This design comes from an exercise in tuning for small area, a short achievable clock period and few clock cycles on the open sky130 flow, not from production work. In this exercise RTL edits were held to simulation tests only and were not proved equivalent to the original. Power and IR drop assume default switching activity.

<file path="flow/design.v">
`timescale 1ns/1ps
package vde_pkg;
    localparam int MAX_VARS = 64;
    localparam int VAR_W    = $clog2(MAX_VARS) + 1;
    localparam int SLOT_W   = $clog2(MAX_VARS);
    localparam int CNT_W    = 14;
    localparam int KEY_W    = CNT_W + 1;
    localparam int DEC_W    = VAR_W + 2;
    typedef enum logic [2:0] {
        OP_INIT     = 3'd0,
        OP_ASSIGN   = 3'd1,
        OP_UNASSIGN = 3'd2,
        OP_BUMP     = 3'd3,
        OP_DECIDE   = 3'd4
    } op_e;
endpackage
`timescale 1ns/1ps
module cmd_intake #(
    parameter int CAP = 4
) (
    input  logic                       clk,
    input  logic                       reset,
    input  logic                       cmd_valid,
    input  logic [2:0]                 cmd_op,
    input  logic [vde_pkg::VAR_W-1:0]  cmd_var,
    input  logic                       cmd_value,
    output logic                       cmd_ready,
    input  logic                       dec_pop,
    output logic                       c_valid,
    output logic [2:0]                 c_op,
    output logic [vde_pkg::VAR_W-1:0]  c_var,
    output logic                       c_value
);
    localparam int NW = $clog2(CAP + 1);
    logic          take, take_dec;
    logic [NW-1:0] pending, pending_nx;
    logic          stall;
    assign cmd_ready = !stall;
    assign take      = cmd_valid && !stall;
    assign take_dec  = take && (cmd_op == vde_pkg::OP_DECIDE);
    always_comb begin
        pending_nx = pending;
        if (take_dec && !dec_pop) pending_nx = pending + 1'b1;
        if (!take_dec && dec_pop) pending_nx = pending - 1'b1;
    end
    always_ff @(posedge clk or posedge reset) begin
        if (reset) begin
            c_valid <= 1'b0;
            pending <= '0;
            stall   <= 1'b0;
        end else begin
            c_valid <= take;
            pending <= pending_nx;
            stall   <= (pending_nx >= NW'(CAP));
        end
    end
    always_ff @(posedge clk) begin
        c_op    <= cmd_op;
        c_var   <= cmd_var;
        c_value <= cmd_value;
    end
endmodule
`timescale 1ns/1ps
module heap_store (
    input  logic                       clk,
    input  logic                       reset,
    input  logic                       c_valid,
    input  logic [2:0]                 c_op,
    input  logic [vde_pkg::VAR_W-1:0]  c_var,
    input  logic                       c_value,
    output logic                       c_decide,
    output logic                       c_none,
    output logic [vde_pkg::MAX_VARS*vde_pkg::CNT_W-1:0] cnt_flat,
    output logic [vde_pkg::MAX_VARS-1:0] free_flat,
    output logic [vde_pkg::MAX_VARS-1:0] phase_flat
);
    localparam int N  = vde_pkg::MAX_VARS;
    localparam int CW = vde_pkg::CNT_W;
    logic [CW-1:0]              cnt   [N];
    logic [N-1:0]               asg;
    logic [N-1:0]               phase;
    logic [vde_pkg::VAR_W-1:0]  count;
    logic [vde_pkg::VAR_W-1:0]  init_count;
    logic [vde_pkg::SLOT_W-1:0] slot;
    logic                       in_range;
    logic                       do_init, do_assign, do_unassign, do_bump;
    logic [CW-1:0]              bumped;
    assign slot        = c_var[vde_pkg::SLOT_W-1:0];
    assign in_range    = (c_var != '0) && (c_var <= count);
    assign init_count  = (c_var == '0 || c_var > vde_pkg::VAR_W'(N)) ? '0 : c_var;
    assign do_init     = c_valid && (c_op == vde_pkg::OP_INIT);
    assign do_assign   = c_valid && (c_op == vde_pkg::OP_ASSIGN)   && in_range;
    assign do_unassign = c_valid && (c_op == vde_pkg::OP_UNASSIGN) && in_range;
    assign do_bump     = c_valid && (c_op == vde_pkg::OP_BUMP)     && in_range;
    assign c_decide    = c_valid && (c_op == vde_pkg::OP_DECIDE);
    assign c_none      = (count == '0);
    assign bumped      = cnt[slot] + 1'b1;
    always_ff @(posedge clk or posedge reset) begin
        if (reset) begin
            count <= '0;
        end else if (do_init) begin
            count <= init_count;
        end
    end
    always_ff @(posedge clk) begin
        for (int s = 0; s < N; s++) begin
            if (do_init) begin
                cnt[s]   <= '0;
                asg[s]   <= ((s == 0) ? N : s) > init_count;
                phase[s] <= 1'b0;
            end else begin
                if (do_bump && slot == s) cnt[s] <= bumped;
                if (do_assign && slot == s) begin
                    asg[s]   <= 1'b1;
                    phase[s] <= c_value;
                end
                if (do_unassign && slot == s) asg[s] <= 1'b0;
            end
        end
    end
    always_comb begin
        for (int s = 0; s < N; s++) begin
            cnt_flat[s*CW +: CW] = cnt[s];
        end
    end
    assign free_flat  = ~asg;
    assign phase_flat = phase;
endmodule
`timescale 1ns/1ps
module heap_engine #(
    parameter logic [5:0] RANKS = 6'b000100
) (
    input  logic                       clk,
    input  logic                       reset,
    input  logic                       c_decide,
    input  logic                       c_none,
    input  logic [vde_pkg::MAX_VARS*vde_pkg::CNT_W-1:0] cnt_flat,
    input  logic [vde_pkg::MAX_VARS-1:0] free_flat,
    input  logic [vde_pkg::MAX_VARS-1:0] phase_flat,
    output logic                       push,
    output logic [vde_pkg::DEC_W-1:0]  result_w
);
    localparam int N  = vde_pkg::MAX_VARS;
    localparam int CW = vde_pkg::CNT_W;
    localparam int KW = vde_pkg::KEY_W;
    localparam int VW = vde_pkg::VAR_W;
    localparam int NW = KW + VW + 1;         
    localparam int LV = vde_pkg::SLOT_W;     
    function automatic int n_ranks();
        n_ranks = 0;
        for (int l = 0; l < LV; l++) if (RANKS[l]) n_ranks = n_ranks + 1;
    endfunction
    localparam int NR = n_ranks();
    logic [N*NW-1:0] lvl [LV+1];
    genvar j;
    generate
        for (j = 0; j < N; j++) begin : g_leaf
            assign lvl[0][j*NW +: NW] = {free_flat[(j+1)%N], cnt_flat[((j+1)%N)*CW +: CW],
                                         VW'(j+1), phase_flat[(j+1)%N]};
        end
    endgenerate
    genvar l, k;
    generate
        for (l = 1; l <= LV; l++) begin : g_lvl
            logic [(N>>l)*NW-1:0] comb_out;
            for (k = 0; k < (N >> l); k++) begin : g_node
                logic [NW-1:0] a, b;
                logic          take_b;
                assign a      = lvl[l-1][(2*k)*NW +: NW];
                assign b      = lvl[l-1][(2*k+1)*NW +: NW];
                assign take_b = b[NW-1 -: KW] > a[NW-1 -: KW];
                assign comb_out[k*NW +: NW] = take_b ? b : a;
            end
            if (RANKS[l-1]) begin : g_reg
                logic [(N>>l)*NW-1:0] q;
                always_ff @(posedge clk) q <= comb_out;
                assign lvl[l] = (N*NW)'(q);
            end else begin : g_wire
                assign lvl[l] = (N*NW)'(comb_out);
            end
        end
    endgenerate
    logic [NR:0] tok;
    logic [NR:0] none;
    assign tok[0]  = c_decide;
    assign none[0] = c_none;
    generate
        if (NR > 0) begin : g_tok
            always_ff @(posedge clk or posedge reset) begin
                if (reset) tok[NR:1] <= '0;
                else       tok[NR:1] <= tok[NR-1:0];
            end
            always_ff @(posedge clk) none[NR:1] <= none[NR-1:0];
        end
    endgenerate
    logic [NW-1:0] root;
    logic          res_empty;
    assign root      = lvl[LV][NW-1:0];
    assign res_empty = none[NR] || !root[NW-1];
    assign push      = tok[NR];
    assign result_w  = res_empty ? {VW'(0), 1'b0, 1'b1} : {root[VW:1], root[0], 1'b0};
endmodule
`timescale 1ns/1ps
module decision_fifo #(
    parameter int CAP = 4
) (
    input  logic                       clk,
    input  logic                       reset,
    input  logic                       push,
    input  logic [vde_pkg::DEC_W-1:0]  din,
    output logic                       pop,
    output logic                       dec_valid,
    output logic [vde_pkg::VAR_W-1:0]  dec_var,
    output logic                       dec_phase,
    output logic                       dec_empty,
    input  logic                       dec_ready
);
    logic [vde_pkg::DEC_W-1:0] slots [CAP];
    logic [CAP-1:0]            full;
    assign pop       = full[0] && dec_ready;
    assign dec_valid = full[0];
    assign dec_var   = slots[0][vde_pkg::DEC_W-1:2];
    assign dec_phase = slots[0][1];
    assign dec_empty = slots[0][0];
    always_ff @(posedge clk or posedge reset) begin
        if (reset) begin
            full <= '0;
        end else begin
            for (int i = 0; i < CAP; i++) begin
                logic cur, nxt, prv;
                cur = full[i];
                nxt = (i + 1 < CAP) ? full[(i + 1) % CAP] : 1'b0;
                prv = (i > 0) ? full[(i + CAP - 1) % CAP] : 1'b1;
                if (pop) full[i] <= nxt || (push && cur);
                else     full[i] <= cur || (push && prv);
            end
        end
    end
    always_ff @(posedge clk) begin
        for (int i = 0; i < CAP; i++) begin
            logic cur, nxt, prv;
            cur = full[i];
            nxt = (i + 1 < CAP) ? full[(i + 1) % CAP] : 1'b0;
            prv = (i > 0) ? full[(i + CAP - 1) % CAP] : 1'b1;
            if (pop) begin
                if (nxt) slots[i] <= slots[(i + 1) % CAP];
                else if (push && cur) slots[i] <= din;
            end else if (push && !cur && prv) begin
                slots[i] <= din;
            end
        end
    end
endmodule
`timescale 1ns/1ps
module vde_top (
    input  logic                       clk,
    input  logic                       reset,
    input  logic                       cmd_valid,
    input  logic [2:0]                 cmd_op,
    input  logic [vde_pkg::VAR_W-1:0]  cmd_var,
    input  logic                       cmd_value,
    output logic                       cmd_ready,
    output logic                       dec_valid,
    output logic [vde_pkg::VAR_W-1:0]  dec_var,
    output logic                       dec_phase,
    output logic                       dec_empty,
    input  logic                       dec_ready,
    output logic                       busy
);
    localparam int CAP = 4;
    logic                      c_valid, c_value, c_decide, c_none;
    logic [2:0]                c_op;
    logic [vde_pkg::VAR_W-1:0] c_var;
    logic [vde_pkg::MAX_VARS*vde_pkg::CNT_W-1:0] cnt_flat;
    logic [vde_pkg::MAX_VARS-1:0] free_flat, phase_flat;
    logic                      dec_push, dec_pop;
    logic [vde_pkg::DEC_W-1:0] dec_data;
    assign busy = 1'b0;
    cmd_intake #(.CAP(CAP)) u_intake (
        .clk       (clk),
        .reset     (reset),
        .cmd_valid (cmd_valid),
        .cmd_op    (cmd_op),
        .cmd_var   (cmd_var),
        .cmd_value (cmd_value),
        .cmd_ready (cmd_ready),
        .dec_pop   (dec_pop),
        .c_valid   (c_valid),
        .c_op      (c_op),
        .c_var     (c_var),
        .c_value   (c_value)
    );
    heap_store u_store (
        .clk        (clk),
        .reset      (reset),
        .c_valid    (c_valid),
        .c_op       (c_op),
        .c_var      (c_var),
        .c_value    (c_value),
        .c_decide   (c_decide),
        .c_none     (c_none),
        .cnt_flat   (cnt_flat),
        .free_flat  (free_flat),
        .phase_flat (phase_flat)
    );
    heap_engine u_engine (
        .clk        (clk),
        .reset      (reset),
        .c_decide   (c_decide),
        .c_none     (c_none),
        .cnt_flat   (cnt_flat),
        .free_flat  (free_flat),
        .phase_flat (phase_flat),
        .push       (dec_push),
        .result_w   (dec_data)
    );
    decision_fifo #(.CAP(CAP)) u_fifo (
        .clk       (clk),
        .reset     (reset),
        .push      (dec_push),
        .din       (dec_data),
        .pop       (dec_pop),
        .dec_valid (dec_valid),
        .dec_var   (dec_var),
        .dec_phase (dec_phase),
        .dec_empty (dec_empty),
        .dec_ready (dec_ready)
    );
endmodule
</file>
<file path="flow/run.sh">
#!/bin/bash
# synth_recipe.tcl (not shown) runs the flow's synth.tcl, then flattens the netlist and writes it again
# the make line also repeats each setting of config.mk as NAME=value (left out here)
make -C /OpenROAD-flow-scripts/flow DESIGN_CONFIG=/design/flow/config.mk WORK_HOME=/design/flow/orfs CLKGATE_MAP_FILE= SYNTH_SCRIPT=/design/flow/synth_recipe.tcl finish
</file>
<file path="flow/config.mk">
export PLATFORM = sky130hd
export DESIGN_NAME = vde_top
export DESIGN_NICKNAME = vde_top
export VERILOG_FILES = /design/flow/design.v
export SDC_FILE = /design/flow/constraint.sdc
export NUM_CORES = 8
export LEC_CHECK = 0
export CAP_MARGIN = 20
export CORE_MARGIN = 2
export CORE_UTILIZATION = 25
export PLACE_DENSITY = 0.4
export SETUP_SLACK_MARGIN = 0.5
export SLEW_MARGIN = 20
</file>
<file path="flow/constraint.sdc">
create_clock -name core_clock -period 16.0 [get_ports {clk}]
set_input_delay 3.2000 -clock core_clock [delete_from_list [all_inputs] [get_ports {clk}]]
set_output_delay 3.2000 -clock core_clock [all_outputs]
set_load 0.01 [all_outputs]
</file>
==> out/metrics.cfg <==
[final_layout]
seq_area_um2=26150
fin_util_pct=28.83
area_growth_pct=15.08
multi_input_area_um2=53100
nFillCells=35780
fin_nets=10740
drive_gt1_share_pct=11.07

[worst_setup_path]
reg2regPathDepth=33
timing.rr.end=u_engine.g_lvl[3].g_reg.q[49]
cp.arrival_ps=9480
r2r_slack_ps=7140
cp_slowest_cell=nor3b_2
max_stage_delay_ps=1140
crit_top_cell=o21ai_0
reg2reg_from=u_store.cnt[19][1]
crit_path_start=u_store.cnt[19][1]
endpoint=u_engine.g_lvl[3].g_reg.q[49]
cp-start-kind=flip-flop
crit_path_end_kind=flip-flop
critical_path_class=reg -> reg
crit_fanout=20
worst-endpoint-required_ps=16620

[clocking]
clk_pin_slew_worst_paths_ps=60
cts_buffers=167
cts_max_level=4
cts_hold_buffers=0
cts.sink_count=1252
cts_tree=built
post_cts_buffers=0
clock_latency_ps=930
clockBufferDepth=4
cts_resized=0
root_buffer=clkbuf_16

[logic_synthesis]
yosysSeqAreaShare_pct=31.08
synth.distinct_cells=88
synth_area_per_cell_um2=8.520
yosys-top-cells-area=dfxtp_1 27%, ha_1 14%, mux2i_1 10%
yosys-top-cells-count=1259 x nor2_1, 1136 x dfxtp_1, 957 x ha_1, 887 x inv_1, 854 x mux2i_1
synth_area_um2=84130
ys_seq_elements=1252
syn_inst=9874
yosys_warnings=7
async_reset_ff_share_pct=1.278
yosysMostFrequentCell=nor2_1
synth_top_area_share_pct=27.03
synth_top_area_cell=dfxtp_1
syn_nets=10850
synth_edf_count=100
synth_ff_type=dfxtp_1

[timing]
clock_skew_ps=71.48
slew_viol_final=0
rsz0062_at_grt=false
timing.fmax_mhz=112.9
hold_violations=0
finalCritPeriodShare_pct=55.37
setup_ws_ps=7140
fin_tns_setup_ps=0
setup_viol=0
tightestPinTransition_ps=1436
min_period_ps=8860
relSlewSlack_pct=4.239

[routing]
ant_nets=0
drtIter0Drc=11240
drt-wirelength-per-cell_um=42.51
firstDrtPassIters=6
vias=83400
drc=0
viasPerCell=5.802
routed_wl_um=611000

[floorplan]
io_pins=27
die_h_um=584.1
coreArea_um2=335800
dieArea_um2=341200
die_w_um=584.1
fp-row-count=213
start_util_pct=25.05

[placement]
dp_slack_ps=7332
dp_hpwl_um=490800
port_buffers=25
gp_congestion=1.122

[pwr]
vdd_drop_max_mv=0.2223
power_density_nw_per_um2=117.0
p_total_uw=11320
p_leak_uw=0.03942

[global_route]
grt_pass1_wl_um=786600
grt_max_degree=152
grt_pass1_vias=76840
antenna_found_initial=146
track_usage_pct=34.74
grt-ovfl-total=0

[flow_run]
cap_violations=0

[outcome]
status=finished clean

[min_path]
hp-class=reg -> reg

sequential cells by signal, summed over array words and instances, names as in the netlist, named ones only:
| register | count |
|---|---|
| u_intake.c_value | 1 |
| u_intake.c_var | 7 |
| u_intake.c_valid | 1 |
| u_fifo.full | 4 |
| u_store.phase | 64 |
| u_engine.tok | 1 |
| u_fifo.slots | 36 |
| u_intake.c_op | 3 |
| u_store.asg | 64 |
| u_engine.g_lvl.g_reg.q | 164 |
| u_store.count | 7 |
| u_intake.pending | 1 |
| u_engine.none | 1 |
| u_store.cnt | 896 |
metal layers:
metal,routed length [um],part of all wire [%],track usage [%],up-vias
met1,263200,43,46.53,42020
met3,53440,8.7,7.708,1024
met5,213,0.035,0,-
li1,-,-,-,35750
met2,249600,41,50.17,4579
met4,44490,7.3,21.75,32
cell type report:
type / instances / area share, %
multi-input combinational: 7085 / 54.85
clock inverter: 69 / 0.7948
tap: 4407 / 5.695
sequential: 1252 / 27.01
inverter: 888 / 3.443
antenna: 67 / 0.1732
clock buffer: 235 / 4.924
timing repair buffer: 370 / 3.105
critical path, delay by kind of cell (launching register included):
kind | cells | cell delay [ps]
and+or+nand+nor | 8 | 2890
adders and majority gates | 3 | 930
DFF | 1 | 350
muxes | 2 | 810
buffers and inverters | 3 | 460
AOI/OAI and AO/OA | 17 | 3150
worst min path at each step:
stage	from	to	slack [ps]	cells past startpoint
final	u_store.phase[16]	u_store.phase[16]	480	2
after global routing	u_store.phase[9]	u_store.phase[9]	500	2
after CTS	u_store.phase[57]	u_store.phase[57]	480	2
after detailed placement	u_store.phase[9]	u_store.phase[9]	470	2
after global placement	u_store.phase[11]	u_store.phase[11]	460	2
after floorplan	u_store.count[1]	u_engine.none[1]	410	1
through the flow:
step | instance area (um2) | std cells | hold WS [ps]
6_report | 96820 | 14370 | 480.4
5_1_grt | 96660 | 14310 | 496.9
4_1_cts | 96500 | 14300 | 476.5
3_5_place_dp | 90960 | 14000 | 467.9
3_3_place_gp | 90650 | 13980 | 459.5
2_1_floorplan | 84130 | 9874 | 413.2
placed cells by master (no fill, tap or decap), types with 67 or more instances in the layout:
cell type	instances
ha_1	956
diode_2	67
nand2_1	263
and3_1	87
o22ai_1	71
a21o_1	195
nand4_1	239
a21oi_1	442
nand3_1	170
clkbuf_16	169
nor2_1	1162
mux2i_1	850
o21a_1	83
inv_1	887
buf_4	327
nor2b_1	123
edfxtp_1	100
mux2_2	204
o21ai_0	451
nor3_1	124
a211oi_1	698
a22oi_1	200
dfxtp_1	1129
cell families after synthesis:
kind of cell               Yosys count  share of synthesized area (%)
muxes                             1058                          12.89
DFF                               1252                          31.08
adders and majority gates          957                          14.23
other                                1                       0.004458
buffers and inverters             1537                          7.121
AOI/OAI and AO/OA                 2529                          20.29
and+or+nand+nor                   2526                          14.16
xor gates and xnor gates            14                         0.2171
power breakdown:
group / switching (uW) / total, uW / internal (uW)
sequential: 152 / 3510 / 3350
clock: 1680 / 3930 / 2250
combinational: 2660 / 3890 / 1230
total: 4490 / 11300 / 6840
Testbench counts, summed over its fixed seeds: cycles 56,355.

[re-timing with driven ports]
The flow's constraints put no driver on any port. The routed layout listed below was extracted and timed again, unchanged, in two steps.
Step 1 (the two cells are an assumption about what drives the block):
set clk [get_ports {clk}]
set_driving_cell -lib_cell sky130_fd_sc_hd__clkbuf_16 $clk
set_driving_cell -lib_cell sky130_fd_sc_hd__buf_2 [delete_from_list [all_inputs] $clk]
Step 2 moves the port delays by t, midway between the first and last clock arrival at a register: inputs arrive t later, outputs are due t later. That takes back most of the time a late clock gives input paths.
Three values: ideal ports, drivers, drivers and shift; two values: the first two.
t (ns): 1.016
setup WS [ns]: 7.140 / 7.140 / 7.140
worst setup path at the end: register to register
After both steps setup and hold are still met in this run. The setup slack of this run moves by 0.000 ns with the drivers and by 0.000 ns with both steps.
